From an optimization exercise on the open Yosys and OpenROAD flow, aimed at small area, a short achievable clock period and few clock cycles per item; shortcuts taken in it are not production practice.
Where RTL was checked, it was by simulation tests only, not by an equivalence proof against the original.
Function not checked in runs 2 to 6: the RTL went through the layout flow alone.
No activity file was given, so power comes from the tool's default toggle rates.

## design.v

```verilog
package ust_pkg;
	localparam int DEPTH = 16;
	localparam int CNT_W = $clog2(DEPTH + 1);
	localparam int VAL_W = 32;
	localparam int OUT_CNT_W = 5;
	localparam int RES_W = 2 + OUT_CNT_W;
	localparam logic [1:0] ACT_ADD      = 2'd0;
	localparam logic [1:0] ACT_CONTAINS = 2'd1;
	localparam logic [1:0] ACT_REMOVE   = 2'd2;
	localparam logic [1:0] ACT_CLEAR    = 2'd3;
endpackage
module ust_cell (
	input  logic                      clk,
	input  logic                      we,
	input  logic [ust_pkg::VAL_W-1:0] wdata,
	input  logic [ust_pkg::VAL_W-1:0] key,
	output logic                      eq
);
	logic [ust_pkg::VAL_W-1:0] entry_q;
	always_ff @(posedge clk) begin
		if (we) begin
			entry_q <= wdata;
		end
	end
	assign eq = (entry_q == key);
endmodule
module unsorted_set_table (
	input  logic                          clk,
	input  logic                          arst_n,
	input  logic                          req_valid,
	output logic                          req_ready,
	input  logic [1:0]                    req_action,
	input  logic [ust_pkg::VAL_W-1:0]     req_value,
	output logic                          rsp_valid,
	input  logic                          rsp_ready,
	output logic                          rsp_hit,
	output logic                          rsp_full_res,
	output logic [ust_pkg::OUT_CNT_W-1:0] rsp_entry_count
);
	localparam int DEPTH = ust_pkg::DEPTH;
	localparam int SLOTS = DEPTH + 1;
	localparam int RES_W = ust_pkg::RES_W;
	function automatic logic [SLOTS-1:0] lowest(input logic [SLOTS-1:0] v);
		logic [SLOTS-1:0] below;
		below[0] = 1'b0;
		for (int i = 1; i < SLOTS; i++) begin
			below[i] = below[i-1] | v[i-1];
		end
		lowest = v & ~below;
	endfunction
	logic                      accept;
	logic                      take_add;
	logic [SLOTS-1:0]          valid_q;
	logic [SLOTS-1:0]          valid_d;
	logic [ust_pkg::CNT_W-1:0] count_q;
	logic [ust_pkg::CNT_W-1:0] count_d;
	logic                      full_q;
	logic                      full_d;
	logic                      last_q;
	logic                      last_d;
	logic                      b_valid_q;
	logic                      b_add_q;
	logic                      b_con_q;
	logic                      b_rem_q;
	logic                      b_clr_q;
	logic [SLOTS-1:0]          b_eq_q;
	logic [SLOTS-1:0]          b_slot_q;
	logic [SLOTS-1:0]          slot_q;
	logic [SLOTS-1:0]          slot_d;
	logic                      add_ok;
	assign accept   = req_valid && req_ready;
	assign take_add = accept && (req_action == ust_pkg::ACT_ADD);
	logic [SLOTS-1:0]          eq;
	logic [SLOTS-1:0]          held;
	logic [SLOTS-1:0]          free_1;
	logic [SLOTS-1:0]          free_2;
	for (genvar i = 0; i < SLOTS; i++) begin : g_cell
		ust_cell u_cell (
			.clk   (clk),
			.we    (slot_q[i]),
			.wdata (req_value),
			.key   (req_value),
			.eq    (eq[i])
		);
	end
	assign held   = valid_q | (add_ok ? b_slot_q : '0);
	assign free_1 = lowest(~held);
	assign free_2 = lowest(~held & ~slot_q);
	always_comb begin
		if (b_clr_q) begin
			slot_d = (take_add && slot_q[0]) ? SLOTS'(2) : SLOTS'(1);
		end else begin
			slot_d = take_add ? free_2 : free_1;
		end
	end
	always_ff @(posedge clk or negedge arst_n) begin
		if (!arst_n) begin
			slot_q <= SLOTS'(1);
		end else begin
			slot_q <= slot_d;
		end
	end
	always_ff @(posedge clk or negedge arst_n) begin
		if (!arst_n) begin
			b_valid_q <= 1'b0;
			b_add_q   <= 1'b0;
			b_con_q   <= 1'b0;
			b_rem_q   <= 1'b0;
			b_clr_q   <= 1'b0;
		end else begin
			b_valid_q <= accept;
			b_add_q   <= take_add;
			b_con_q   <= accept && (req_action == ust_pkg::ACT_CONTAINS);
			b_rem_q   <= accept && (req_action == ust_pkg::ACT_REMOVE);
			b_clr_q   <= accept && (req_action == ust_pkg::ACT_CLEAR);
		end
	end
	always_ff @(posedge clk) begin
		b_eq_q   <= eq;
		b_slot_q <= slot_q;
	end
	logic [SLOTS-1:0]          match;
	logic [SLOTS-1:0]          match_first;
	logic                      any;
	logic                      rem_ok;
	logic [ust_pkg::CNT_W-1:0] count_inc;
	logic [ust_pkg::CNT_W-1:0] count_dec;
	logic                      hit_d;
	logic                      res_full_d;
	assign match       = b_eq_q & valid_q;
	assign any         = |match;
	assign match_first = lowest(match);
	assign add_ok      = b_add_q && !full_q;
	assign rem_ok      = b_rem_q && any;
	assign count_inc   = count_q + ust_pkg::CNT_W'(1);
	assign count_dec   = count_q - ust_pkg::CNT_W'(1);
	assign valid_d = b_clr_q ? '0
	               : ((valid_q & ~(b_rem_q ? match_first : '0)) | (add_ok ? b_slot_q : '0));
	assign count_d = b_clr_q ? '0 : (add_ok ? count_inc : (rem_ok ? count_dec : count_q));
	assign hit_d   = add_ok || ((b_con_q || b_rem_q) && any);
	assign res_full_d = b_add_q && full_q;
	assign full_d  = !b_clr_q && (add_ok ? last_q : (rem_ok ? 1'b0 : full_q));
	assign last_d  = !b_clr_q && (add_ok ? (count_q == ust_pkg::CNT_W'(DEPTH - 2))
	                          : (rem_ok ? full_q : last_q));
	always_ff @(posedge clk or negedge arst_n) begin
		if (!arst_n) begin
			valid_q <= '0;
			count_q <= '0;
			full_q  <= 1'b0;
			last_q  <= 1'b0;
		end else begin
			valid_q <= valid_d;
			count_q <= count_d;
			full_q  <= full_d;
			last_q  <= last_d;
		end
	end
	localparam int QN = 4;
	logic [RES_W-1:0] res_q;
	logic             res_v_q;
	logic [RES_W-1:0] q_q [QN];
	logic [QN-1:0]    v_q;
	logic [QN-1:0]    v_d;
	logic             take;
	logic [2:0]       pend_q;
	logic [2:0]       pend_d;
	logic             block_q;
	always_ff @(posedge clk or negedge arst_n) begin
		if (!arst_n) begin
			res_v_q <= 1'b0;
		end else begin
			res_v_q <= b_valid_q;
		end
	end
	always_ff @(posedge clk) begin
		res_q <= {hit_d, res_full_d, ust_pkg::OUT_CNT_W'(count_d)};
	end
	assign take = v_q[0] && rsp_ready;
	always_comb begin
		for (int k = 0; k < QN; k++) begin
			if (take) begin
				v_d[k] = ((k + 1 < QN) ? v_q[(k + 1) % QN] : 1'b0)
				      || (res_v_q && ((k == 0) || v_q[k]));
			end else begin
				v_d[k] = v_q[k] || (res_v_q && ((k == 0) || v_q[(k + QN - 1) % QN]));
			end
		end
	end
	always_ff @(posedge clk or negedge arst_n) begin
		if (!arst_n) begin
			v_q <= '0;
		end else begin
			v_q <= v_d;
		end
	end
	always_ff @(posedge clk) begin
		for (int k = 0; k < QN; k++) begin
			if (take) begin
				if ((k + 1 < QN) && v_q[(k + 1) % QN]) q_q[k] <= q_q[(k + 1) % QN];
				else q_q[k] <= res_q;
			end else begin
				if (!v_q[k]) q_q[k] <= res_q;
			end
		end
	end
	always_comb begin
		pend_d = pend_q;
		if (accept && !take) pend_d = pend_q + 3'd1;
		if (!accept && take) pend_d = pend_q - 3'd1;
	end
	always_ff @(posedge clk or negedge arst_n) begin
		if (!arst_n) begin
			pend_q  <= '0;
			block_q <= 1'b0;
		end else begin
			pend_q  <= pend_d;
			block_q <= (pend_d == 3'(QN));
		end
	end
	assign req_ready       = !block_q;
	assign rsp_valid       = v_q[0];
	assign rsp_hit         = q_q[0][RES_W-1];
	assign rsp_full_res    = q_q[0][RES_W-2];
	assign rsp_entry_count = q_q[0][ust_pkg::OUT_CNT_W-1:0];
endmodule
```

## run.sh

```bash
#!/bin/bash
# synth_recipe.tcl (not shown) runs the flow's synth.tcl, then flattens the netlist and writes it again
# the make line also repeats each setting of config.mk as NAME=value (left out here)
make -C /OpenROAD-flow-scripts/flow DESIGN_CONFIG=/design/flow/config.mk WORK_HOME=/design/flow/orfs CLKGATE_MAP_FILE= SYNTH_SCRIPT=/design/flow/synth_recipe.tcl finish
```

## config.mk

```make
export PLATFORM = sky130hd
export DESIGN_NAME = unsorted_set_table
export DESIGN_NICKNAME = unsorted_set_table
export VERILOG_FILES = /design/flow/design.v
export SDC_FILE = /design/flow/constraint.sdc
export NUM_CORES = 4
export LEC_CHECK = 0
export CAP_MARGIN = 20
export CORE_MARGIN = 2
export CORE_UTILIZATION = 50
export CTS_BUF_LIST = sky130_fd_sc_hd__clkbuf_8
export CTS_CLUSTER_DIAMETER = 50
export CTS_CLUSTER_SIZE = 16
export PLACE_DENSITY = 0.65
export SETUP_SLACK_MARGIN = 3.0
export SLEW_MARGIN = 20
```

## constraint.sdc

```tcl
create_clock -name core_clock -period 5.0 [get_ports {clk}]
set_input_delay 1.0000 -clock core_clock [delete_from_list [all_inputs] [get_ports {clk}]]
set_output_delay 1.0000 -clock core_clock [all_outputs]
set_load 0.01 [all_outputs]
```

==> run notes, run 1 <==
* Status: finished clean
* Period utilization at 44.4%
* R2r setup slk at 2.88 ns
* Hold endpoint: res_v_q
* Max-Cap Viols at 0
* Antenna violations before repair at 0
* Placer congestion estimate at 0.819
* Setup crit start: block_q
* Global-route wire length before repair at between 90000 and 100000 µm
* Post-synth EDFFs at 551
* Diodes inserted at 0
* HPWL after DPL at 34900 µm
* Router iterations before antenna repair at 6
* CTS Buffer Depth at 3
* Hold buffers post-CTS at 0
* Hold/Removal Path Class: register to register
* Clock sink count at 668
* Clk slew on worst S/H paths at approximately 0.1 ns
* Die width at 238 µm
* DP Worst Slack at 1.76 ns
* Starting Density at 50.7%
* Clock skew at approximately 0.022 ns
* Post-synthesis async set-or-reset flop share at 8.23%
* DR vias at 15000
* Largest net degree at the start of global routing at 56
* Peak VDD IR at roughly 0.23 mV
* Worst Path Arrival at around 1.2 ns
* Number of library cell types mapped by synthesis at 68
* Drt initial violations at 1140
* Sequential share of the synthesized area at between 60% and 70%
* Launch point of the worst reg-to-reg path: full_q
* Mapped Cells at 1816
* Share of the synthesized area in the top cell type at 60.4%
* Fin worst setup slack at 2.78 ns
* Synth Flop Type: edfxtp_1
* DRT antenna net count at 0
* Highest Clock Rate at 450 MHz
* Reg2Reg Depth at 6
* Final setup fails at 0
* Root buffer cell: clkbuf_8
* Minimum clock period at 2.22 ns
* CTS Buf Count at 66
* I/O pin count at 47
* Die ar. at 56700 µm²
* Routed vias/inst at approximately 5.6
* Worst-Margin Slew at roughly 0.79 ns
* Crit. End Element: output pin
* Share of cells above drive strength 1 at 16.1%
* Synth top area cells: edfxtp_1 (60%), xor2_1 (17%), dfrtp_1 (4.9%)
* Fin nets at 1989
* Reg2Reg Capture Point: slot_q[16]
* Ys Warns at 3
* CTS tree: built
* CP startpoint kind: register
* Critical Path, Cell by Cell: inv_2 > buf_6
* CP required at 4.00 ns
* Worst-skew pair later-pin latency at 0.66 ns
* Yosys top cell by area: edfxtp_1
* Leak at 10.8 nW
* Vias in the first global route at 14900
* Max stage delay cell, worst path: dfrtp_1
* Crit-path max cell delay at ~0.4 ns
* Crit path max fanout at 2
* Wl on met1 at 26700 µm
* Routed wl met2 at 30300 µm
* HP Start: b_valid_q
* Rows at 85
* Area Overhead vs Synth at 12.5%
* Pwr Density at 377 nW/µm²
* Routed len/inst at between 20 and 25 µm
* Top Layer Used: met4
* Total Wirelength at approximately 61000 µm
* Seq cells post-synth at 668
* Remaining Overflow, GRT at 0
* Syn Area/Cell at 15.1 µm²
* Metal3 WL at ~2200 µm
* Cell count of the worst hold path at 0
* Worst Path Class, Setup: register to output pin
* Core Box Area at around 54000 µm²
* Cell Area, Synth at 27400 µm²
* CTS H-tree lvls at 3
* Final setup TNS at 0 ns
* Die Y at 238 µm
* Syn nets at 1859
* Total track usage at 21.6%
* RSZ-0062 raised after global routing: yes
* Max transition margin at roughly 47%
* Final Hold Viols at 0
* Residual DRC count at 0
* Fin. max-slew vios at 0
* PortBufs at 46
state kept, by name, indices dropped and copies added (netlist names), 3 cells and up:
register	flops
b_eq_q	17
res_q	7
v_q	4
q_q	28
valid_q	17
count_q	5
g_cell.u_cell.entry_q	544
b_slot_q	17
slot_q	17
pend_q	3
cells in the mapped netlist, types with 7 or more instances:
master / instances
nor2_1: 78
edfxtp_1: 551
a21oi_1: 32
nand3_1: 11
nor4_1: 138
nand3b_1: 7
o21ai_0: 17
mux2_2: 14
nor3_1: 10
xor2_1: 544
dfxtp_1: 62
dfrtp_1: 54
nand4_1: 43
o22ai_1: 17
inv_1: 15
nand2_1: 51
clkbuf_1: 69
a22oi_1: 10
power breakdown:
part / internal, mW / switching (mW)
logic: 0.523 / 0.830
clock network: 1.57 / 2.01
registers: 6.46 / 0.247
repair_timing:
action,4_1_cts,5_1_grt
pin swaps,11,25
endpoints found under the setup margin,63,77
gates cloned,1,0
setup buffers,20,21
resized for setup,101,76
per-layer routing:
metal  vias up  global-route usage (%)
li1       6886                       -
met1      7645                    29.2
met2       384                    36.6
met3       100                    2.65
met4         0                    6.59
met5         -                       0
worst max path at each step:
stage | to | depth (start not counted)
global route | req_ready | 2
finish | req_ready | 2
floorplan | slot_q[16] | 6
CTS | req_ready | 2
detailed placement | slot_q[15] | 7
global placement | slot_q[16] | 7
layout by cell type (no fill, tap or decap), types with 7 or more instances in the layout:
cell and instances:
a21oi_1 26, a22oi_1 9, buf_2 12, buf_4 87, buf_6 27, clkbuf_8 72, clkinv_2 8, dfrtp_1 50
dfxtp_1 62, edfxtp_1 551, inv_1 20, mux2_2 14, nand2_1 44, nand2_2 7, nand3_1 9, nand3b_1 7
nand4_1 43, nor2_1 75, nor4_1 133, o21ai_0 12, o22ai_1 17, xor2_1 544
cells by family after synthesis:
family | synth area share (%)
XOR/XNOR | 17.5
AND/OR/NAND/NOR | 7.55
flip-flops | 69.9
multiplexers | 0.612
AO/OA/AOI/OAI | 2.83
buffers and inverters | 1.31
adder cells (fa/ha/maj) | 0.228
metrics by stage:
step	power [mW]	hold slack [ns]	cells	area (µm²)	utilization (%)
final	11.6	0.367	2692	30800	57.1
after global routing	12.1	0.375	2692	30800	57.1
after CTS	11.7	0.371	2671	30400	56.2
after detailed placement	8.06	0.348	2532	28700	53.1
after global placement	8.00	0.333	2532	28700	53.1
after floorplan	7.63	0.331	1816	28100	-
final cells by class:
class                      instances  area (µm²)
clock inverter                    46         399
clock buffer                      72         991
inverter                          15        56.3
timing repair buffer             137        1170
sequential                       668       19200
multi-input combinational       1058        8170
tap                              696         871
fill                            4250       23200
worst max-delay path, delay by kind of cell (launching register included):
kind / cells / cell delay [ns]
buffers and inverters: 2 / 0.16
flip-flops: 1 / 0.40
Testbench counts, summed over its fixed seeds: cycles 9,624, ops 9,600.
==> run 2: changes to the inputs <==
--- a/design.v
+++ b/design.v
@@ -67,4 +67,7 @@
 	logic [SLOTS-1:0]          b_slot_q;
-	logic [SLOTS-1:0]          slot_q;
-	logic [SLOTS-1:0]          slot_d;
+	logic [SLOTS-1:0]          slot;
+	logic [SLOTS-1:0]          slot1_q;
+	logic [SLOTS-1:0]          slot2_q;
+	logic [SLOTS-1:0]          slot1_d;
+	logic [SLOTS-1:0]          slot2_d;
 	logic                      add_ok;
@@ -79,3 +82,3 @@
 			.clk   (clk),
-			.we    (slot_q[i]),
+			.we    (slot[i]),
 			.wdata (req_value),
@@ -85,17 +88,15 @@
 	end
+	assign slot   = b_add_q ? slot2_q : slot1_q;
 	assign held   = valid_q | (add_ok ? b_slot_q : '0);
 	assign free_1 = lowest(~held);
-	assign free_2 = lowest(~held & ~slot_q);
-	always_comb begin
-		if (b_clr_q) begin
-			slot_d = (take_add && slot_q[0]) ? SLOTS'(2) : SLOTS'(1);
-		end else begin
-			slot_d = take_add ? free_2 : free_1;
-		end
-	end
-	always_ff @(posedge clk or negedge arst_n) begin
-		if (!arst_n) begin
-			slot_q <= SLOTS'(1);
-		end else begin
-			slot_q <= slot_d;
+	assign free_2 = lowest(~held & ~slot);
+	assign slot1_d = b_clr_q ? SLOTS'(1) : free_1;
+	assign slot2_d = b_clr_q ? (slot[0] ? SLOTS'(2) : SLOTS'(1)) : free_2;
+	always_ff @(posedge clk or negedge arst_n) begin
+		if (!arst_n) begin
+			slot1_q <= SLOTS'(1);
+			slot2_q <= SLOTS'(1);
+		end else begin
+			slot1_q <= slot1_d;
+			slot2_q <= slot2_d;
 		end
@@ -119,3 +120,3 @@
 		b_eq_q   <= eq;
-		b_slot_q <= slot_q;
+		b_slot_q <= slot;
 	end
@@ -166,3 +167,5 @@
 	logic [2:0]       pend_d;
-	logic             block_q;
+	logic             ready_q;
+	logic             head_q;
+	logic [QN-1:0]    vh;
 	always_ff @(posedge clk or negedge arst_n) begin
@@ -177,3 +180,4 @@
 	end
-	assign take = v_q[0] && rsp_ready;
+	assign vh   = {v_q[QN-1:1], head_q};
+	assign take = head_q && rsp_ready;
 	always_comb begin
@@ -181,6 +185,6 @@
 			if (take) begin
-				v_d[k] = ((k + 1 < QN) ? v_q[(k + 1) % QN] : 1'b0)
-				      || (res_v_q && ((k == 0) || v_q[k]));
+				v_d[k] = ((k + 1 < QN) ? vh[(k + 1) % QN] : 1'b0)
+				      || (res_v_q && ((k == 0) || vh[k]));
 			end else begin
-				v_d[k] = v_q[k] || (res_v_q && ((k == 0) || v_q[(k + QN - 1) % QN]));
+				v_d[k] = vh[k] || (res_v_q && ((k == 0) || vh[(k + QN - 1) % QN]));
 			end
@@ -190,5 +194,7 @@
 		if (!arst_n) begin
-			v_q <= '0;
-		end else begin
-			v_q <= v_d;
+			v_q    <= '0;
+			head_q <= 1'b0;
+		end else begin
+			v_q    <= v_d;
+			head_q <= |v_d;
 		end
@@ -198,6 +204,6 @@
 			if (take) begin
-				if ((k + 1 < QN) && v_q[(k + 1) % QN]) q_q[k] <= q_q[(k + 1) % QN];
+				if ((k + 1 < QN) && vh[(k + 1) % QN]) q_q[k] <= q_q[(k + 1) % QN];
 				else q_q[k] <= res_q;
 			end else begin
-				if (!v_q[k]) q_q[k] <= res_q;
+				if (!vh[k]) q_q[k] <= res_q;
 			end
@@ -213,9 +219,9 @@
 			pend_q  <= '0;
-			block_q <= 1'b0;
+			ready_q <= 1'b1;
 		end else begin
 			pend_q  <= pend_d;
-			block_q <= (pend_d == 3'(QN));
-		end
-	end
-	assign req_ready       = !block_q;
+			ready_q <= (pend_d != 3'(QN));
+		end
+	end
+	assign req_ready       = ready_q;
 	assign rsp_valid       = v_q[0];
--- a/config.mk
+++ b/config.mk
@@ -9,8 +9,8 @@
 export CORE_MARGIN = 2
-export CORE_UTILIZATION = 50
-export CTS_BUF_LIST = sky130_fd_sc_hd__clkbuf_8
-export CTS_CLUSTER_DIAMETER = 50
-export CTS_CLUSTER_SIZE = 16
-export PLACE_DENSITY = 0.65
-export SETUP_SLACK_MARGIN = 3.0
+export CORE_UTILIZATION = 40
+export CTS_BUF_LIST = sky130_fd_sc_hd__clkbuf_8 sky130_fd_sc_hd__clkbuf_16
+export CTS_CLUSTER_DIAMETER = 60
+export CTS_CLUSTER_SIZE = 20
+export PLACE_DENSITY = 0.6
+export SETUP_SLACK_MARGIN = 2.88
 export SLEW_MARGIN = 20
==> run notes, run 2 <==
* Worst-Margin Slew at 0.994 ns (+0.204 ns)
* Peak VDD IR at 0.298 mV (+28%)
* Starting Density at 40.5% (-10 points)
* Die width at 271 µm (+14%)
* Commonest non-fill, non-tap cells in the layout: edfxtp_1 (551), xor2_1 (544), nor4_1 (132)
* Post-synth EDFFs at 551 (unchanged)
* Highest Clock Rate at 446 MHz (-1.1%)
* Router iterations before antenna repair at 5 (-1)
* Final Hold Viols at 0 (unchanged)
* Global-route wire length before repair at 102000 µm (+11%)
* Clk slew on worst S/H paths at 0.07 ns (-0.03 ns)
* Diodes inserted at 0 (unchanged)
* Status: finished clean
* Post-synthesis async set-or-reset flop share at 10.6% (+2.4 points)
* Max transition margin at 33.7% (-14 points)
* Final setup fails at 0 (unchanged)
* I/O pin count at 47 (unchanged)
* CTS tree: built
* Share of the synthesized area in the top cell type at 58.2% (-2.2 points)
* GRT met3 Usage at 2.25% (-0.40 points)
* Number of flip-flops in the largest register at 544 (unchanged)
* RSZ-0062 raised after global routing: yes
* Syn nets at 1946 (+4.7%)
* Placer congestion estimate at 0.798 (-2.5%)
* Minimum clock period at 2.24 ns (+0.0238 ns)
* Die ar. at 73200 µm² (+29%)
* Routed len/inst at 23.1 µm (+2.2%)
* Sequential share of the synthesized area at 69.0% (-0.95 points)
* CTS H-tree lvls at 2 (-1)
* Pwr Density at 385 nW/µm² (+2.0%)
* Fin nets at 2039 (+2.5%)
* Worst Path Class, Setup: register to output pin
* GRT busiest layer: met2
* Cell Area, Synth at 28400 µm² (+3.8%)
* Critical Path, Cell by Cell: buf_6
* Area after DPL at 29900 µm² (+4.3%)
* M2 GR Usage at 30.6% (-6.0 points)
* Routed vias/inst at 5.28 (-5.4%)
* Leak at 11.4 nW (+4.9%)
* Yosys top cell by area: edfxtp_1
* Period utilization at 44.9% (+0.48 points)
* Crit. End Element: output pin
* DR vias at 15700 (+4.5%)
* Total Wirelength at 68700 µm (+13%)
* Max-Cap Viols at 0 (unchanged)
* Buffers plus inverters on the worst setup path at 1 (-1)
* Final setup TNS at 0 ns (unchanged)
* CP top delay family: flip-flops
* DP Cell Count at 2850 (+13%)
* Die Y at 271 µm (+14%)
* Largest net degree at the start of global routing at 74 (+32%)
* Core Box Area at 70300 µm² (+30%)
* CP required at 4.00 ns (about the same)
* Hold Slack at 0.358 ns (-0.00891 ns)
* CP startpoint kind: register
* Synth Flop Type: edfxtp_1
* Clock sink count at 686 (+2.7%)
* Worst Path Arrival at 1.24 ns (+0.02 ns)
* Fin worst setup slack at 2.76 ns (-0.0238 ns)
* Residual DRC count at 0 (unchanged)
* Max stage delay cell, worst path: dfstp_2
* Synth top area cells: edfxtp_1 (58%), xor2_1 (17%), dfrtp_1 (6.2%)
* Ys Warns at 3 (unchanged)
* CTS Buf Count at 48 (-27%)
* Rows at 97 (+14%)
* PortBufs at 46 (unchanged)
* Remaining Overflow, GRT at 0 (unchanged)
* DRT antenna net count at 0 (unchanged)
* Mapped Cells at 1903 (+4.8%)
* Worst-skew pair later-pin latency at 0.62 ns (-0.04 ns)
* Met1 GRT Util at 26.1% (-3.2 points)
* HPWL after DPL at 40300 µm (+16%)
* Hold buffers post-CTS at 0 (unchanged)
* Setup crit start: ready_q
* CTS Buffer Depth at 3 (unchanged)
* Final Cell Area at 32400 µm² (+5.0%)
* Number of library cell types mapped by synthesis at 69 (+1.5%)
* DP Worst Slack at 1.93 ns (+0.165 ns)
* Crit-path max cell delay at 0.54 ns (+0.14 ns)
* Syn Area/Cell at 14.9 µm² (-0.98%)
* Area Overhead vs Synth at 13.9%
* Launch point of the worst reg-to-reg path: b_add_q
* Largest registers: g_cell.u_cell.entry_q: 544 flops, q_q: 28 flops
* Count leader, synth: edfxtp_1
* Drt initial violations at 1342 (+18%)
* Final cell count without fillers at 2974 (+10%)
* Crit path max fanout at 2 (unchanged)
* Seq cells post-synth at 686 (+2.7%)
* Total track usage at 18.5% (-3.1 points)
* HP Start: b_valid_q
* Commonest non-fill, non-tap cell in the layout: edfxtp_1
* Fin. max-slew vios at 0 (unchanged)
* Root buffer cell: clkbuf_16
* Hold/Removal Path Class: register to register
* Antenna violations before repair at 2 (+2)
* Clock skew at 0.0346 ns (+0.0127 ns)
* Share of cells above drive strength 1 at 15.0% (-1.0 points)
* Vias in the first global route at 15600 (+4.9%)
* Largest Register: g_cell.u_cell.entry_q
* Post-synth top cells: edfxtp_1 (551), xor2_1 (544), nor4_1 (140), nor2_1 (73), dfrtp_1 (70)
==> run 2: repair_timing <==
item	CTS	global route
setup buffers	23	9
pin swaps	9	11
gates cloned	2	2
setup endpoints to repair	651	153
gates resized for setup	91	68
==> run 2: per-stage QoR <==
stage,power (mW),utilization [%]
2_1_floorplan,7.83,-
3_3_place_gp,8.28,42.5
3_5_place_dp,8.33,42.5
4_1_cts,12.5,45.4
5_1_grt,13.0,46.1
6_report,12.5,46.1
==> run 2: area by class of cell <==
class,instances,area [µm²]
clock buffers,53,1300
inverters,30,113
clock inverters,35,337
flip-flops and latches,686,19600
well taps,940,1180
repair buffers,128,1160
multi-input cells,1102,8670
fillers,6105,37900
==> run 2: cell families (layout without fill, tap and decap cells) <==
logic type,after synthesis,count (layout),share of synthesized area (%)
muxes,34,34,1.35
buffers and inverters,115,246,1.81
and+or+nand+nor,391,391,7.86
DFF,686,686,69.0
adders and majority gates,5,5,0.220
AOI/OAI and AO/OA,126,126,2.97
xor gates and xnor gates,546,546,16.8
==> run 2: routing by layer <==
metal  wire length, µm  share of wire (%)
met3              2950                4.3
met4              1340                1.9
met1             31300                 46
met2             33100                 48
met5                 0                  0
==> run 2: power breakdown <==
part           switching [mW]  internal, mW
Sequential              0.225          6.65
Clock                    2.08          2.09
Combinational           0.886         0.529
==> run 2: path summary, 6_finish.rpt <==
kind	end	slack, ns	cells after the start
worst max-delay path	req_ready	2.76	1
worst min-delay path	res_v_q	0.36	0
worst max register to register	g_cell[12].u_cell.entry_q[12]	2.85	4
worst min register to register	res_v_q	0.36	0
max in group asynchronous	b_add_q	3.70	1
min in group asynchronous	count_q[1]	0.55	1
==> run 3: changes to the inputs <==
--- a/config.mk
+++ b/config.mk
@@ -9,7 +9,7 @@
 export CORE_MARGIN = 2
-export CORE_UTILIZATION = 40
+export CORE_UTILIZATION = 55
 export CTS_BUF_LIST = sky130_fd_sc_hd__clkbuf_8 sky130_fd_sc_hd__clkbuf_16
-export CTS_CLUSTER_DIAMETER = 60
-export CTS_CLUSTER_SIZE = 20
-export PLACE_DENSITY = 0.6
+export CTS_CLUSTER_DIAMETER = 70
+export CTS_CLUSTER_SIZE = 25
+export PLACE_DENSITY = 0.7
 export SETUP_SLACK_MARGIN = 2.88
==> run notes, run 3 <==
* Status: finished clean
* Seq cells post-synth at 686 (unchanged)
* Hold/Removal Path Class: register to register
* R2r setup slk at 2.86 ns (about the same)
* Peak VDD IR at 0.385 mV (+29%)
* CTS Buffer Depth at 3 (unchanged)
* Final setup TNS at 0 ns (unchanged)
* Syn nets at 1946 (unchanged)
* Antenna violations before repair at 0 (-2)
* Vias in the first global route at 15100 (-2.9%)
* Clock sink count at 686 (unchanged)
* Worst Path Class, Setup: register to output pin
* I/O pin count at 47 (unchanged)
* Fin nets at 2009 (-1.5%)
* Period utilization at 44.7% (-0.24 points)
* Hold buffers post-CTS at 0 (unchanged)
* Cell count of the worst hold path at 0 (unchanged)
* Pwr Density at 379 nW/µm² (-1.4%)
* Crit. End Element: output pin
* Worst Path Arrival at 1.23 ns (about the same)
* Pint at 8.86 mW (-4.5%)
* CP top delay family: flip-flops
* Final setup fails at 0 (unchanged)
* Switching power share of the total at 25.4% (-0.21 points)
* Post-synth top cells: edfxtp_1 (551), xor2_1 (544), nor4_1 (140), nor2_1 (73), dfrtp_1 (70)
* Starting Density at 55.5% (+15 points)
* Commonest non-fill, non-tap cells in the layout: edfxtp_1 (551), xor2_1 (544), nor4_1 (138)
* Die Y at 231 µm (-15%)
* Placer congestion estimate at 0.868 (+8.8%)
* Crit-path max cell delay at 0.55 ns (about the same)
* Yosys top cell by area: edfxtp_1
* Share of cells above drive strength 1 at 12.8% (-2.2 points)
* Max transition margin at 34.6% (+0.88 points)
* Post-synth EDFFs at 551 (unchanged)
* Sw power at 3.01 mW (-5.5%)
* Router iterations before antenna repair at 5 (unchanged)
* Crit path max fanout at 2 (unchanged)
* Logic pwr share at 11.5% (+0.2 points)
* Sequential power share at 58.0% (+2.8 points)
* Met1 GRT Util at 36.4% (+10 points)
* Routed len/inst at 24.5 µm (+6.3%)
* CTS tree: built
* Highest Clock Rate at 448 MHz (+0.53%)
* HPWL after DPL at 39100 µm (-2.9%)
* Drt initial violations at 1549 (+15%)
* Final Hold Viols at 0 (unchanged)
* Number of flip-flops in the largest register at 544 (unchanged)
* Root buffer cell: clkbuf_16
* Mapped Cells at 1903 (unchanged)
* Critical Path, Cell by Cell: buf_6
* Global-route wire length before repair at 96600 µm (-5.0%)
* Share of the synthesized area in the top cell type at 58.2% (unchanged)
* Commonest non-fill, non-tap cell in the layout: edfxtp_1
* Count leader, synth: edfxtp_1
* CP startpoint kind: register
* Max stage delay cell, worst path: dfstp_2
* Worst-Margin Slew at 0.981 ns (-0.0132 ns)
* Routed vias/inst at 5.86 (+11%)
* Hold endpoint: res_v_q
* Diodes inserted at 0 (unchanged)
* Leak at 11.0 nW (-2.9%)
* Total track usage at 24.6% (+6.1 points)
* Area Overhead vs Synth at 10.1%
* DR vias at 15700 (-0.11%)
* Number of library cell types mapped by synthesis at 69 (unchanged)
* Cell Area, Synth at 28400 µm² (unchanged)
* Synth Flop Type: edfxtp_1
* Synth top area cells: edfxtp_1 (58%), xor2_1 (17%), dfrtp_1 (6.2%)
* Sequential share of the synthesized area at 69.0% (unchanged)
* Largest Register: g_cell.u_cell.entry_q
* Minimum clock period at 2.23 ns (-0.0118 ns)
* Die ar. at 53500 µm² (-27%)
* Hold Slack at 0.358 ns (+0.0000470 ns)
* Reg2Reg Capture Point: slot1_q[4]
* Reg2Reg Depth at 8 (+4)
* Launch point of the worst reg-to-reg path: b_add_q
* Setup crit start: ready_q
* Fillcell total at 3842 (-37%)
* Rows at 83 (-14%)
* Max-Cap Viols at 0 (unchanged)
* Total Wirelength at 65600 µm (-4.5%)
* DRT antenna net count at 0 (unchanged)
* Buffers plus inverters on the worst setup path at 1 (unchanged)
* Residual DRC count at 0 (unchanged)
* Clock power frac at 30.6% (-2.9 points)
* Die width at 231 µm (-15%)
* GRT met3 Usage at 3.58% (+1.3 points)
* Remaining Overflow, GRT at 0 (unchanged)
* M2 GR Usage at 38.6% (+8.0 points)
* Clock skew at 0.0224 ns (-0.0121 ns)
* HP Start: b_valid_q
* Post-synthesis async set-or-reset flop share at 10.6% (unchanged)
* CP required at 4.00 ns (about the same)
* Ys Warns at 3 (unchanged)
* PortBufs at 46 (unchanged)
* Largest registers: g_cell.u_cell.entry_q: 544 flops, q_q: 28 flops
* Largest net degree at the start of global routing at 74 (unchanged)
* Fin. max-slew vios at 0 (unchanged)
* CTS H-tree lvls at 2 (unchanged)
* Worst-skew pair later-pin latency at 0.59 ns (-0.03 ns)
* RSZ-0062 raised after global routing: yes
* Clk slew on worst S/H paths at 0.09 ns (+0.02 ns)
* Core Box Area at 51200 µm² (-27%)
* CTS Buf Count at 38 (-21%)
* Syn Area/Cell at 14.9 µm² (unchanged)
* GRT busiest layer: met2
==> run 3: cell counts after synthesis <==
Identical to the previous run, type by type.
==> run 3: cell families after synthesis <==
logic type	after synthesis	share of synthesized area [%]
simple gates	391	7.86
flops	686	69.0
xor+xnor	546	16.8
mux	34	1.35
buf+inv	115	1.81
fa+ha+maj	5	0.220
compound gates	126	2.97
==> run 3: cell type report <==
class / instances / area (µm²) / area share, %
inverter: 30 / 113 / 0.360
timing repair buffer: 108 / 897 / 2.87
multi-input combinational: 1102 / 8500 / 27.2
clock buffer: 42 / 1040 / 3.32
clock inverter: 26 / 273 / 0.872
sequential: 686 / 19600 / 62.7
tap: 680 / 851 / 2.72
==> run 3: metal layers <==
layer	vias up	part of all wire, %
li1	7008	-
met1	8077	45
met2	522	47
met3	74	6.3
met4	0	2.0
met5	-	0
==> run 3: worst max-delay path by stage <==
| stage | end | slack [ns] | cells after the start |
|---|---|---|---|
| after detailed placement | b_eq_q[15] | 1.83 | 6 |
| final | req_ready | 2.77 | 1 |
| after global placement | b_eq_q[15] | 1.94 | 6 |
| after global routing | req_ready | 2.72 | 1 |
| after CTS | req_ready | 2.74 | 1 |
| after floorplan | b_eq_q[0] | 2.90 | 6 |
==> run 3: power by group through the flow <==
stage,sequential [mW],clock (mW),combinational (mW)
2_1_floorplan,6.94,0,0.887
3_3_place_gp,6.98,0,1.28
3_5_place_dp,7.01,0,1.32
4_1_cts,6.88,3.69,1.34
5_1_grt,6.93,3.90,1.49
6_report,6.88,3.63,1.36
==> run 3: stage by stage <==
stage               power, mW  setup slack, ns  utilization, %  instances  area [µm²]
finish                   11.9             2.77            61.1       2674       31300
floorplan                7.83             2.90               -       1903       28500
global route             12.3             2.72            61.1       2674       31300
detailed placement       8.33             1.83            57.7       2584       29500
global placement         8.26             1.94            57.7       2584       29500
CTS                      11.9             2.74            60.5       2657       31000
==> run 3: what timing repair did <==
action	4_1_cts	5_1_grt
setup buffers	5	16
setup endpoints to repair	532	52
gates cloned	0	1
resized for setup	92	32
pin swaps	2	10
==> run 4: changes to the inputs <==
--- a/design.v
+++ b/design.v
@@ -60,3 +60,2 @@
 	logic                      last_d;
-	logic                      b_valid_q;
 	logic                      b_add_q;
@@ -67,7 +66,4 @@
 	logic [SLOTS-1:0]          b_slot_q;
-	logic [SLOTS-1:0]          slot;
-	logic [SLOTS-1:0]          slot1_q;
-	logic [SLOTS-1:0]          slot2_q;
-	logic [SLOTS-1:0]          slot1_d;
-	logic [SLOTS-1:0]          slot2_d;
+	logic [SLOTS-1:0]          slot_q;
+	logic [SLOTS-1:0]          slot_d;
 	logic                      add_ok;
@@ -77,4 +73,6 @@
 	logic [SLOTS-1:0]          held;
+	logic [SLOTS-1:0]          claim;
 	logic [SLOTS-1:0]          free_1;
 	logic [SLOTS-1:0]          free_2;
+	logic [SLOTS-1:0]          we;
 	for (genvar i = 0; i < SLOTS; i++) begin : g_cell
@@ -82,3 +80,3 @@
 			.clk   (clk),
-			.we    (slot[i]),
+			.we    (we[i]),
 			.wdata (req_value),
@@ -88,20 +86,23 @@
 	end
-	assign slot   = b_add_q ? slot2_q : slot1_q;
-	assign held   = valid_q | (add_ok ? b_slot_q : '0);
+	assign claim  = add_ok ? b_slot_q : '0;
+	assign held   = valid_q | claim;
 	assign free_1 = lowest(~held);
-	assign free_2 = lowest(~held & ~slot);
-	assign slot1_d = b_clr_q ? SLOTS'(1) : free_1;
-	assign slot2_d = b_clr_q ? (slot[0] ? SLOTS'(2) : SLOTS'(1)) : free_2;
-	always_ff @(posedge clk or negedge arst_n) begin
-		if (!arst_n) begin
-			slot1_q <= SLOTS'(1);
-			slot2_q <= SLOTS'(1);
-		end else begin
-			slot1_q <= slot1_d;
-			slot2_q <= slot2_d;
-		end
-	end
-	always_ff @(posedge clk or negedge arst_n) begin
-		if (!arst_n) begin
-			b_valid_q <= 1'b0;
+	assign free_2 = lowest(~held & ~slot_q);
+	assign we     = slot_q & ~claim;
+	always_comb begin
+		if (b_clr_q) begin
+			slot_d = slot_q[0] ? SLOTS'(2) : SLOTS'(1);
+		end else begin
+			slot_d = (|free_2) ? free_2 : free_1;
+		end
+	end
+	always_ff @(posedge clk or negedge arst_n) begin
+		if (!arst_n) begin
+			slot_q <= SLOTS'(1);
+		end else begin
+			slot_q <= slot_d;
+		end
+	end
+	always_ff @(posedge clk or negedge arst_n) begin
+		if (!arst_n) begin
 			b_add_q   <= 1'b0;
@@ -111,3 +112,2 @@
 		end else begin
-			b_valid_q <= accept;
 			b_add_q   <= take_add;
@@ -120,3 +120,3 @@
 		b_eq_q   <= eq;
-		b_slot_q <= slot;
+		b_slot_q <= slot_q;
 	end
@@ -167,3 +167,3 @@
 	logic [2:0]       pend_d;
-	logic             ready_q;
+	logic             block_q;
 	logic             head_q;
@@ -174,3 +174,3 @@
 		end else begin
-			res_v_q <= b_valid_q;
+			res_v_q <= b_add_q || b_con_q || b_rem_q || b_clr_q;
 		end
@@ -219,9 +219,9 @@
 			pend_q  <= '0;
-			ready_q <= 1'b1;
+			block_q <= 1'b0;
 		end else begin
 			pend_q  <= pend_d;
-			ready_q <= (pend_d != 3'(QN));
-		end
-	end
-	assign req_ready       = ready_q;
+			block_q <= (pend_d == 3'(QN));
+		end
+	end
+	assign req_ready       = !block_q;
 	assign rsp_valid       = v_q[0];
--- a/config.mk
+++ b/config.mk
@@ -9,7 +9,7 @@
 export CORE_MARGIN = 2
-export CORE_UTILIZATION = 55
+export CORE_UTILIZATION = 40
 export CTS_BUF_LIST = sky130_fd_sc_hd__clkbuf_8 sky130_fd_sc_hd__clkbuf_16
-export CTS_CLUSTER_DIAMETER = 70
-export CTS_CLUSTER_SIZE = 25
-export PLACE_DENSITY = 0.7
+export CTS_CLUSTER_DIAMETER = 60
+export CTS_CLUSTER_SIZE = 20
+export PLACE_DENSITY = 0.6
 export SETUP_SLACK_MARGIN = 2.88
==> run notes, run 4 <==
* Critical Path, Cell by Cell: nand3b_1 > a222oi_1 > buf_4 > or3b_1 > or4_4 > o31a_1 > nor4_2
* Die Y at 266 µm (+15%)
* Worst Path Class, Setup: register to register
* Cell Area, Synth at 27500 µm² (-3.2%)
* Synth top area cells: edfxtp_1 (60%), xor2_1 (17%), dfrtp_1 (4.9%)
* Routed len/inst at 23.0 µm (-6.1%)
* Period utilization at 52.9% (+8.2 points)
* Highest Clock Rate at 378 MHz (-16%)
* CP startpoint kind: register
* Buffers plus inverters on the worst setup path at 1 (unchanged)
* Peak VDD IR at 0.353 mV (-8.2%)
* R2r setup slk at 2.36 ns (-0.50 ns)
* Largest net degree at the start of global routing at 56 (-24%)
* Seq cells post-synth at 668 (-2.6%)
* RSZ-0062 raised after global routing: yes
* Synth Flop Type: edfxtp_1
* Diodes inserted at 0 (unchanged)
* Clock sink count at 668 (-2.6%)
* Commonest non-fill, non-tap cell in the layout: edfxtp_1
* Final Hold Viols at 0 (unchanged)
* Vias in the first global route at 15300 (+0.71%)
* Commonest non-fill, non-tap cells in the layout: edfxtp_1 (551), xor2_1 (544), nor4_1 (136)
* CP top delay family: simple AND/OR/NAND/NOR gates
* Hold Slack at 0.392 ns (+0.0341 ns)
* Number of flip-flops in the largest register at 544 (unchanged)
* Residual DRC count at 0 (unchanged)
* Crit-path max cell delay at 0.48 ns (-0.07 ns)
* CTS Buffer Depth at 3 (unchanged)
* Pwr Density at 394 nW/µm² (+3.8%)
* Final setup TNS at 0 ns (unchanged)
* Post-synth EDFFs at 551 (unchanged)
* Yosys top cell by area: edfxtp_1
* Post-synthesis async set-or-reset flop share at 8.23% (-2.4 points)
* Area Overhead vs Synth at 13.3%
* Die ar. at 71000 µm² (+33%)
* Ys Warns at 3 (unchanged)
* CTS H-tree lvls at 2 (unchanged)
* Worst Path Arrival at 3.13 ns (+1.90 ns)
* Clk slew on worst S/H paths at 0.08 ns (about the same)
* Sequential share of the synthesized area at 69.6% (+0.61 points)
* Antenna violations before repair at 0 (unchanged)
* Global-route wire length before repair at 97900 µm (+1.4%)
* Largest Register: g_cell.u_cell.entry_q
* Largest registers: g_cell.u_cell.entry_q: 544 flops, q_q: 28 flops
* Core Box Area at 68300 µm² (+33%)
* Worst-Margin Slew at 0.888 ns (-0.0927 ns)
* Minimum clock period at 2.64 ns (+0.410 ns)
* Max stage delay cell, worst path: dfrtp_2
* DRT antenna net count at 0 (unchanged)
* CP required at 5.49 ns (+1.49 ns)
* Total Wirelength at 66300 µm (+1.1%)
* Share of cells above drive strength 1 at 13.4% (+0.59 points)
* Clock skew at 0.0202 ns (-0.00228 ns)
* Max transition margin at 40.8% (+6.2 points)
* HPWL after DPL at 39400 µm (+0.60%)
* Number of library cell types mapped by synthesis at 60 (-13%)
* I/O pin count at 47 (unchanged)
* Mapped Cells at 1853 (-2.6%)
* Die width at 266 µm (+15%)
* Share of the synthesized area in the top cell type at 60.1% (+1.9 points)
* Count leader, synth: edfxtp_1
* CTS Buf Count at 47 (+24%)
* Rows at 96 (+16%)
* Root buffer cell: clkbuf_16
* CTS tree: built
* Worst-skew pair later-pin latency at 0.60 ns (about the same)
* Status: finished clean
* DR vias at 15200 (-3.3%)
* Placer congestion estimate at 0.837 (-3.6%)
* Crit path max fanout at 5 (+3)
* Fin. max-slew vios at 0 (unchanged)
* Leak at 11.0 nW (-0.40%)
* Hold/Removal Path Class: register to register
* Drt initial violations at 1235 (-20%)
* Router iterations before antenna repair at 7 (+2)
* Post-synth top cells: edfxtp_1 (551), xor2_1 (544), nor4_1 (137), clkbuf_1 (77), nor2_1 (74)
* Fin nets at 2001 (-0.40%)
* Total track usage at 18.5% (-6.1 points)
* Max-Cap Viols at 0 (unchanged)
* Final setup fails at 0 (unchanged)
* Remaining Overflow, GRT at 0 (unchanged)
* Crit. End Element: register
* PortBufs at 46 (unchanged)
* Syn nets at 1896 (-2.6%)
* Starting Density at 40.3% (-15 points)
* Syn Area/Cell at 14.9 µm² (-0.55%)
* Routed vias/inst at 5.27 (-10%)
run 4: through the flow:
stage	instances	setup slack (ns)	utilization, %	total power [mW]	area (µm²)
2_1_floorplan	1853	2.66	-	7.82	27800
3_3_place_gp	2758	2.08	42.6	8.29	29100
3_5_place_dp	2759	2.04	42.6	8.37	29100
4_1_cts	2865	2.42	45.3	12.4	30900
5_1_grt	2878	2.25	45.7	12.8	31200
6_report	2878	2.36	45.7	12.3	31200
run 4: final timing paths:
| check | end | depth (start not counted) | from |
|---|---|---|---|
| min in group asynchronous | slot_q[10] | 2 | arst_n |
| setup reg to reg | slot_q[16] | 7 | full_q |
| setup / recovery | slot_q[16] | 7 | full_q |
| hold reg to reg | b_slot_q[2] | 0 | slot_q[2] |
| hold / removal | b_slot_q[2] | 0 | slot_q[2] |
| max in group asynchronous | full_q | 2 | arst_n |
run 4: area by class of cell:
type                       instances  area, µm²
clock buffer                      54       1340
clock inverter                    33        238
fill                            5906      37100
inverter                          15       56.3
multi-input combinational       1091       8220
sequential                       668      19200
tap                              882       1100
timing repair buffer             135       1080
run 4: what timing repair did:
action / 4_1_cts / 5_1_grt
gates resized for setup: 79 / 44
setup endpoints to repair: 254 / 57
gates cloned: 0 / 1
setup buffers: 19 / 12
hold buffers: 0 / 0
pin swaps: 9 / 10
run 4: where the power goes:
part | total [mW] | switching, mW | internal, mW
clock | 3.99 | 2.00 | 1.99
combinational | 1.47 | 0.926 | 0.547
sequential | 6.83 | 0.267 | 6.56
total | 12.3 | 3.20 | 9.09
run 4: logic make-up (layout without fill, tap and decap cells):
group / Yosys count / count (layout) / share of synthesized area, %
AO/OA/AOI/OAI: 120 / 120 / 2.87
XOR/XNOR: 549 / 549 / 17.5
adder cells (fa/ha/maj): 5 / 5 / 0.227
buffers and inverters: 94 / 237 / 1.29
flip-flops: 668 / 668 / 69.6
multiplexers: 15 / 15 / 0.609
AND/OR/NAND/NOR: 402 / 402 / 7.96
run 4: routing by layer:
layer  GRT usage, %  up-vias  wire length (µm)
met2           30.6      339             31800
met1           25.9     7797             30500
met3           2.62       79              2640
met4           4.72        0              1430
li1               -     6950                 -
met5              0        -                 0
==> run 5: changes to the inputs <==
--- a/config.mk
+++ b/config.mk
@@ -9,7 +9,7 @@
 export CORE_MARGIN = 2
-export CORE_UTILIZATION = 40
+export CORE_UTILIZATION = 65
 export CTS_BUF_LIST = sky130_fd_sc_hd__clkbuf_8 sky130_fd_sc_hd__clkbuf_16
-export CTS_CLUSTER_DIAMETER = 60
-export CTS_CLUSTER_SIZE = 20
-export PLACE_DENSITY = 0.6
+export CTS_CLUSTER_DIAMETER = 70
+export CTS_CLUSTER_SIZE = 25
+export PLACE_DENSITY = 0.75
 export SETUP_SLACK_MARGIN = 2.88
==> run notes, run 5 <==
* Status: finished clean
* Vias in the first global route at 15400 (+0.92%)
* Die width at 210 µm (-21%)
* Pwr Density at 385 nW/µm² (-2.1%)
* Largest net degree at the start of global routing at 44 (-21%)
* Number of flip-flops in the largest register at 544 (unchanged)
* Reg2Reg Depth at 9 (+2)
* Peak VDD IR at 0.344 mV (-2.5%)
* Minimum clock period at 2.48 ns (-0.161 ns)
* Drt initial violations at 1642 (+33%)
* Sequential share of the synthesized area at 69.6% (unchanged)
* Logic pwr share at 12.5% (+0.5 points)
* Core Box Area at 41900 µm² (-39%)
* Crit path max fanout at 6 (+1)
* Final setup TNS at 0 ns (unchanged)
* Mapped Cells at 1853 (unchanged)
* Switching power share of the total at 25.6% (-0.37 points)
* Syn nets at 1896 (unchanged)
* Hold Slack at 0.325 ns (-0.0667 ns)
* Die Y at 210 µm (-21%)
* Crit. End Element: register
* Post-synthesis async set-or-reset flop share at 8.23% (unchanged)
* Highest Clock Rate at 403 MHz (+6.5%)
* Share of cells above drive strength 1 at 12.8% (-0.64 points)
* Mux share of post-synthesis cell area at 0.609% (unchanged)
* Period utilization at 49.6% (-3.2 points)
* CP required at 5.47 ns (-0.02 ns)
* Total track usage at 29.1% (+11 points)
* Simple-Gate Fraction of Synth Area at 7.96% (unchanged)
* Fillcell total at 2730 (-54%)
* Worst Path Class, Setup: register to register
* DRT antenna net count at 0 (unchanged)
* Yosys top cell by area: edfxtp_1
* CTS H-tree lvls at 2 (unchanged)
* Final setup fails at 0 (unchanged)
* Count leader, synth: edfxtp_1
* Worst Path Arrival at 2.95 ns (-0.18 ns)
* Clock sink count at 668 (unchanged)
* PortBufs at 46 (unchanged)
* XOR/XNOR share of the synthesized area at 17.5% (unchanged)
* Residual DRC count at 0 (unchanged)
* CTS tree: built
* Complex-gate fraction of the synthesized area at 2.87% (unchanged)
* Syn Area/Cell at 14.9 µm² (unchanged)
* Total Wirelength at 62600 µm (-5.6%)
* Remaining Overflow, GRT at 0 (unchanged)
* Number of library cell types mapped by synthesis at 60 (unchanged)
* Clk slew on worst S/H paths at 0.09 ns (about the same)
* Max transition margin at 53.5% (+13 points)
* Starting Density at 65.8% (+26 points)
* Share of the synthesized area in the top cell type at 60.1% (unchanged)
* CTS Buffer Depth at 3 (unchanged)
* Clock power frac at 29.0% (-3.5 points)
* Cell Area, Synth at 27500 µm² (unchanged)
* Fin nets at 1993 (-0.40%)
* DR vias at 15500 (+2.4%)
* Routed len/inst at 25.0 µm (+8.3%)
* Root buffer cell: clkbuf_16
* Worst-Margin Slew at 0.698 ns (-0.190 ns)
* HPWL after DPL at 37000 µm (-6.1%)
* Commonest non-fill, non-tap cells in the layout: edfxtp_1 (551), xor2_1 (544), nor4_1 (135)
* Post-synth EDFFs at 551 (unchanged)
* Max-Cap Viols at 0 (unchanged)
* Sequential power share at 58.5% (+3.0 points)
* CP startpoint kind: register
* Diodes inserted at 0 (unchanged)
* RSZ-0062 raised after global routing: yes
* Largest family of logic cells by synthesized area: XOR/XNOR gates
* Leak at 10.8 nW (-2.1%)
* I/O pin count at 47 (unchanged)
* Worst-skew pair later-pin latency at 0.57 ns (-0.03 ns)
* Synth Flop Type: edfxtp_1
* CTS Buf Count at 37 (-21%)
* Die ar. at 44000 µm² (-38%)
* Rows at 75 (-22%)
* Largest Register: g_cell.u_cell.entry_q
* Pwr Total at 11.7 mW (-4.9%)
* Sw power at 3.00 mW (-6.2%)
* Antenna violations before repair at 0 (unchanged)
* Post-synthesis adder-cell area fraction at 0.227% (unchanged)
* Seq cells post-synth at 668 (unchanged)
* Fin. max-slew vios at 0 (unchanged)
* Placer congestion estimate at 0.883 (+5.5%)
* Clock skew at 0.0192 ns (-0.000970 ns)
* Ys Warns at 3 (unchanged)
* Area Overhead vs Synth at 10.2%
* Synth top area cells: edfxtp_1 (60%), xor2_1 (17%), dfrtp_1 (4.9%)
* Post-synth top cells: edfxtp_1 (551), xor2_1 (544), nor4_1 (137), clkbuf_1 (77), nor2_1 (74)
* Pint at 8.69 mW (-4.4%)
* Commonest non-fill, non-tap cell in the layout: edfxtp_1
* Final Hold Viols at 0 (unchanged)
* Routed vias/inst at 6.19 (+17%)
* Largest registers: g_cell.u_cell.entry_q: 544 flops, q_q: 28 flops
* Global-route wire length before repair at 94600 µm (-3.4%)
* Router iterations before antenna repair at 5 (-2)
* Hold/Removal Path Class: primary input to async pin
==> run 5: routing by layer <==
metal / vias up / track usage (%) / share of wire, %
met3: 88 / 4.89 / 7.4
li1: 6928 / - / -
met4: 0 / 7.17 / 2.0
met1: 7920 / 42.8 / 43
met2: 593 / 46.1 / 47
met5: - / 0 / 0
==> run 5: cell families after synthesis <==
family                     count (synthesis)
adders and majority gates                  5
buffers and inverters                     94
DFF                                      668
xor gates and xnor gates                 549
muxes                                     15
and+or+nand+nor                          402
AOI/OAI and AO/OA                        120
==> run 5: path summary, 6_finish.rpt <==
check                           startpoint          end  slack (ns)
max in group asynchronous           arst_n   valid_q[8]        3.73
worst min register to register   slot_q[6]  b_slot_q[6]        0.40
worst min-delay path                arst_n   count_q[3]        0.33
worst max register to register      full_q   slot_q[16]        2.52
worst max-delay path                full_q   slot_q[16]        2.52
min in group core_clock          slot_q[6]  b_slot_q[6]        0.40
==> run 5: power by group through the flow <==
stage | Sequential [mW] | Combinational (mW) | Clock [mW]
floorplan | 6.88 | 0.941 | 0
global placement | 6.93 | 1.33 | 0
detailed placement | 6.95 | 1.37 | 0
CTS | 6.83 | 1.43 | 3.45
global route | 6.89 | 1.60 | 3.61
finish | 6.84 | 1.46 | 3.39
==> run 5: what timing repair did <==
action,CTS,global route
setup buffers,32,8
endpoints found under the setup margin,255,207
gates cloned,1,0
resized for setup,83,38
pin swaps,12,11
hold buffers,0,0
==> run 5: layout make-up <==
| class | instances | area, µm² | area share (%) |
|---|---|---|---|
| Inverter | 15 | 56.3 | 0.186 |
| Multi-Input combinational cell | 1092 | 8220 | 27.1 |
| Clock inverter | 22 | 240 | 0.792 |
| Tap cell | 539 | 674 | 2.22 |
| Timing Repair Buffer | 136 | 1020 | 3.37 |
| Sequential cell | 668 | 19200 | 63.2 |
| Clock buffer | 38 | 951 | 3.13 |
==> run 5: worst max-delay path, stage by stage (launching register included) <==
cell and delay [ns]:
dfrtp_2 0.48, buf_4 0.16, buf_4 0.14, buf_4 0.14, nand3b_1 0.19, nand2b_1 0.12, nand4_1 0.14, or4_4 0.56
o31a_1 0.31, nor4_2 0.14
==> run 5: stage by stage <==
step | setup slack, ns | cell area, µm² | instances | utilization, %
5_1_grt | 2.37 | 30300 | 2510 | 72.5
4_1_cts | 2.52 | 30200 | 2502 | 72.1
2_1_floorplan | 2.66 | 27800 | 1853 | -
3_5_place_dp | 1.94 | 28600 | 2409 | 68.4
3_3_place_gp | 1.98 | 28600 | 2409 | 68.4
6_report | 2.52 | 30300 | 2510 | 72.5
==> run 6: changes to the inputs <==
--- a/design.v
+++ b/design.v
@@ -73,3 +73,4 @@
 	logic [SLOTS-1:0]          held;
-	logic [SLOTS-1:0]          claim;
+	logic                      same_q;
+	logic                      none_2;
 	logic [SLOTS-1:0]          free_1;
@@ -86,7 +87,7 @@
 	end
-	assign claim  = add_ok ? b_slot_q : '0;
-	assign held   = valid_q | claim;
+	assign held   = valid_q | (add_ok ? b_slot_q : '0);
 	assign free_1 = lowest(~held);
 	assign free_2 = lowest(~held & ~slot_q);
-	assign we     = slot_q & ~claim;
+	assign none_2 = full_q || (last_q && add_ok && !same_q);
+	assign we     = (add_ok && same_q) ? '0 : slot_q;
 	always_comb begin
@@ -95,3 +96,3 @@
 		end else begin
-			slot_d = (|free_2) ? free_2 : free_1;
+			slot_d = none_2 ? free_1 : free_2;
 		end
@@ -101,4 +102,6 @@
 			slot_q <= SLOTS'(1);
+			same_q <= 1'b0;
 		end else begin
 			slot_q <= slot_d;
+			same_q <= none_2 && !b_clr_q;
 		end
==> run notes, run 6 <==
* Status: finished clean
* Share of the synthesized area in the top cell type at 59.8% (-0.32 points)
* CP required at 5.50 ns (+0.03 ns)
* I/O pin count at 47 (unchanged)
* GRT met3 Usage at 4.41% (-0.48 points)
* Reg2Reg Depth at 7 (-2)
* CP Capture Point: slot_q[12]
* Routed len/inst at 26.4 µm (+5.7%)
* Leak at 11.1 nW (+2.8%)
* Root buffer cell: clkbuf_16
* Launch point of the worst reg-to-reg path: full_q
* Die ar. at 44300 µm² (+0.52%)
* Synth Flop Type: edfxtp_1
* Ys Warns at 3 (unchanged)
* Max transition margin at 40.2% (-13 points)
* Commonest non-fill, non-tap cells in the layout: edfxtp_1 (551), xor2_1 (544), nor4_1 (136)
* Setup crit start: full_q
* Clk slew on worst S/H paths at 0.09 ns (about the same)
* Total Wirelength at 66900 µm (+6.7%)
* Period utilization at 44.2% (-5.5 points)
* Syn nets at 1903 (+0.37%)
* Peak VDD IR at 0.339 mV (-1.5%)
* Clock sink count at 669 (+0.15%)
* Pwr Density at 462 nW/µm² (+20%)
* Placer congestion estimate at 0.856 (-3.0%)
* Post-synth EDFFs at 551 (unchanged)
* Sequential power share at 56.9% (-1.6 points)
* CTS H-tree lvls at 2 (unchanged)
* Vias in the first global route at 15300 (-0.51%)
* RSZ-0062 raised after global routing: yes
* Synth top area cells: edfxtp_1 (60%), xor2_1 (17%), dfrtp_1 (5.0%)
* Multi-input logic area at 8500 µm² (+3.4%)
* Largest Register: g_cell.u_cell.entry_q
* Worst-skew pair later-pin latency at 0.59 ns (+0.02 ns)
* CTS Buffer Depth at 3 (unchanged)
* Antenna violations before repair at 0 (unchanged)
* Area Overhead vs Synth at 11.2%
* R2r setup slk at 2.79 ns (+0.27 ns)
* PortBufs at 46 (unchanged)
* Fillcell total at 2642 (-3.2%)
* Hold/Removal Path Class: primary input to async pin
* Global-route wire length before repair at 97700 µm (+3.3%)
* Max-Cap Viols at 0 (unchanged)
* GRT busiest layer: met2
* Number of library cell types mapped by synthesis at 61 (+1.7%)
* Diodes inserted at 0 (unchanged)
* Number of flip-flops in the largest register at 544 (unchanged)
* Clock skew at 0.0267 ns (+0.00747 ns)
* Pint at 9.96 mW (+15%)
* Largest net degree at the start of global routing at 45 (+2.3%)
* Core Box Area at 41900 µm² (+0.22%)
* Count leader, synth: edfxtp_1
* CTS tree: built
* Seq cells post-synth at 669 (+0.15%)
* Die width at 210 µm (+0.26%)
* Worst Path Class, Setup: register to register
* Starting Density at 66.0% (+0.20 points)
* Cell Area, Synth at 27700 µm² (+0.53%)
* Commonest non-fill, non-tap cell in the layout: edfxtp_1
* Router iterations before antenna repair at 5 (unchanged)
* Post-synthesis async set-or-reset flop share at 8.37% (+0.14 points)
* Drt initial violations at 1920 (+17%)
* Hold buffers post-CTS at 0 (unchanged)
* Logic pwr share at 20.2% (+7.7 points)
* Switching power share of the total at 30.0% (+4.4 points)
* Syn Area/Cell at 14.9 µm² (+0.15%)
* DRT antenna net count at 0 (unchanged)
* Crit path max fanout at 7 (+1)
* Routed vias/inst at 6.25 (+1.0%)
* CP startpoint kind: register
* Residual DRC count at 0 (unchanged)
* Met1 GRT Util at 43.5% (+0.71 points)
* Sw power at 4.27 mW (+43%)
* Worst Path Arrival at 2.71 ns (-0.24 ns)
* HPWL after DPL at 38400 µm (+3.9%)
* Minimum clock period at 2.21 ns (-0.274 ns)
* Post-synth top cells: edfxtp_1 (551), xor2_1 (544), nor4_1 (139), nor2_1 (69), dfxtp_1 (62)
* Final setup fails at 0 (unchanged)
* Yosys top cell by area: edfxtp_1
* Reg2Reg Capture Point: slot_q[12]
* Highest Clock Rate at 453 MHz (+12%)
* Final Hold Viols at 0 (unchanged)
* Final setup TNS at 0 ns (unchanged)
* Rows at 75 (unchanged)
* Share of cells above drive strength 1 at 14.8% (+2.0 points)
* M2 GR Usage at 48.3% (+2.2 points)
* Pwr Total at 14.2 mW (+22%)
* Storage cell area at 19200 µm² (+0.16%)
* Worst-Margin Slew at 0.896 ns (+0.199 ns)
* CTS Buf Count at 36 (-2.7%)
* DR vias at 15800 (+2.0%)
* Largest registers: g_cell.u_cell.entry_q: 544 flops, q_q: 28 flops
* Sequential share of the synthesized area at 69.3% (-0.27 points)
* Total track usage at 30.5% (+1.4 points)
* Crit. End Element: register
* Clock power frac at 23.0% (-6.0 points)
* Mapped Cells at 1860 (+0.38%)
* Die Y at 210 µm (+0.26%)
* Fin nets at 2014 (+1.1%)
* Remaining Overflow, GRT at 0 (unchanged)
* Fin. max-slew vios at 0 (unchanged)
==> run 6: cell count changes in the layout (fill, tap and decap cells not counted), sizes merged, moves of 4 or more <==
cell / delta
inv: +16
nor2: -5
and2: +10
nand2: -9
a31oi: +6
o21ai: +4
a21oi: +13
and3: -4
==> run 6: final cells by class <==
| cell class | count | area share [%] |
|---|---|---|
| Inverter | 29 | 0.362 |
| Sequential cell | 669 | 62.4 |
| Clock buffer | 38 | 3.09 |
| Timing Repair Buffer | 138 | 3.78 |
| Multi-Input combinational cell | 1097 | 27.6 |
| Tap cell | 539 | 2.19 |
| Clock inverter | 25 | 0.614 |
==> run 6: metrics by stage <==
step	utilization [%]	setup slack, ns	hold WS, ns	cells	area (µm²)
after floorplan	-	2.84	0.347	1860	27800
after global placement	68.5	1.96	0.353	2414	28700
after detailed placement	68.7	1.90	0.360	2417	28800
after CTS	72.6	2.79	0.299	2518	30500
after global routing	73.4	2.73	0.323	2535	30800
final	73.4	2.79	0.315	2535	30800
==> run 6: how the worst min path moves through the flow <==
stage	start	slack [ns]	endpoint
after floorplan	slot_q[15]	0.35	b_slot_q[15]
after global placement	slot_q[15]	0.35	b_slot_q[15]
after detailed placement	slot_q[15]	0.36	b_slot_q[15]
after CTS	arst_n	0.30	pend_q[2]
after global routing	arst_n	0.32	pend_q[2]
final	arst_n	0.32	pend_q[2]
==> run 6: power groups by stage <==
stage	Clock (mW)	Sequential, mW	Combinational, mW
after global placement	0	8.14	2.44
final	3.27	8.10	2.87
after global routing	3.48	8.20	3.12
after floorplan	0	8.03	1.78
after detailed placement	0	8.18	2.51
after CTS	3.30	8.08	2.75
==> run 6: logic make-up (layout without fill, tap and decap cells) <==
family | count (synthesis) | in the layout | share of synthesized area, %
DFF | 669 | 669 | 69.3
xor gates and xnor gates | 549 | 549 | 17.4
and+or+nand+nor | 380 | 393 | 7.65
AOI/OAI and AO/OA | 134 | 136 | 3.19
buffers and inverters | 109 | 230 | 1.68
muxes | 14 | 14 | 0.569
adders and majority gates | 5 | 5 | 0.226
==> run 6: critical path: stages (launching register included) <==
cell and delay [ns]:
dfrtp_4 0.56, buf_6 0.17, nand3b_1 0.20, a222oi_1 0.42, and3_1 0.30, nor4b_4 0.24, a21oi_1 0.13, a21oi_2 0.12
==> run 6: per-layer routing <==
layer / vias to the layer above / part of all wire, %
met5: - / 0.15
met4: 2 / 3.5
met3: 121 / 8.1
met2: 730 / 47
met1: 8001 / 41
li1: 6987 / -
==> run 6: repair_timing <==
item                                   CTS  global route
pin swaps                               24            23
resized for setup                      110            56
buffers inserted                        24            15
setup endpoints to repair              581           131
gates cloned                            14             2
endpoints found under the hold margin    0             0

## afterwards: timing with drivers on the ports
The flow's constraints put no driver on any port. The routed layouts listed below were extracted and timed again, unchanged, in two steps.
Step 1, drivers: a clkbuf_16 drives clk and a buf_2 each remaining input, both assumed.
Step 2 adds t to the input delays and takes it off the output delays; t is the mean of the earliest and latest rising clock arrival at the registers after step 1. Input paths then give back, and output paths get back, about the clock's delay inside the block.
a / b / c = ideal / step 1 / step 2; a / b = the first two.
run	t, ns	slack for setup (ns)	worst setup path after step 2
run 1	0.697	2.779 / 2.730 / 2.200	input to register
run 2	0.659	2.756 / 2.696 / 2.340	input to register
run 3	0.637	2.767 / 2.710 / 2.322	input to register
run 4	0.651	2.357 / 2.357 / 2.309	input to register
run 5	0.619	2.518 / 2.518 / 2.351	input to register
run 6	0.628	2.792 / 2.792 / 2.362	input to register
After both steps setup and hold are still met in every run listed. The setup slack of run 1, which loses most, moves by -0.049 ns with the drivers and by -0.579 ns with both steps.
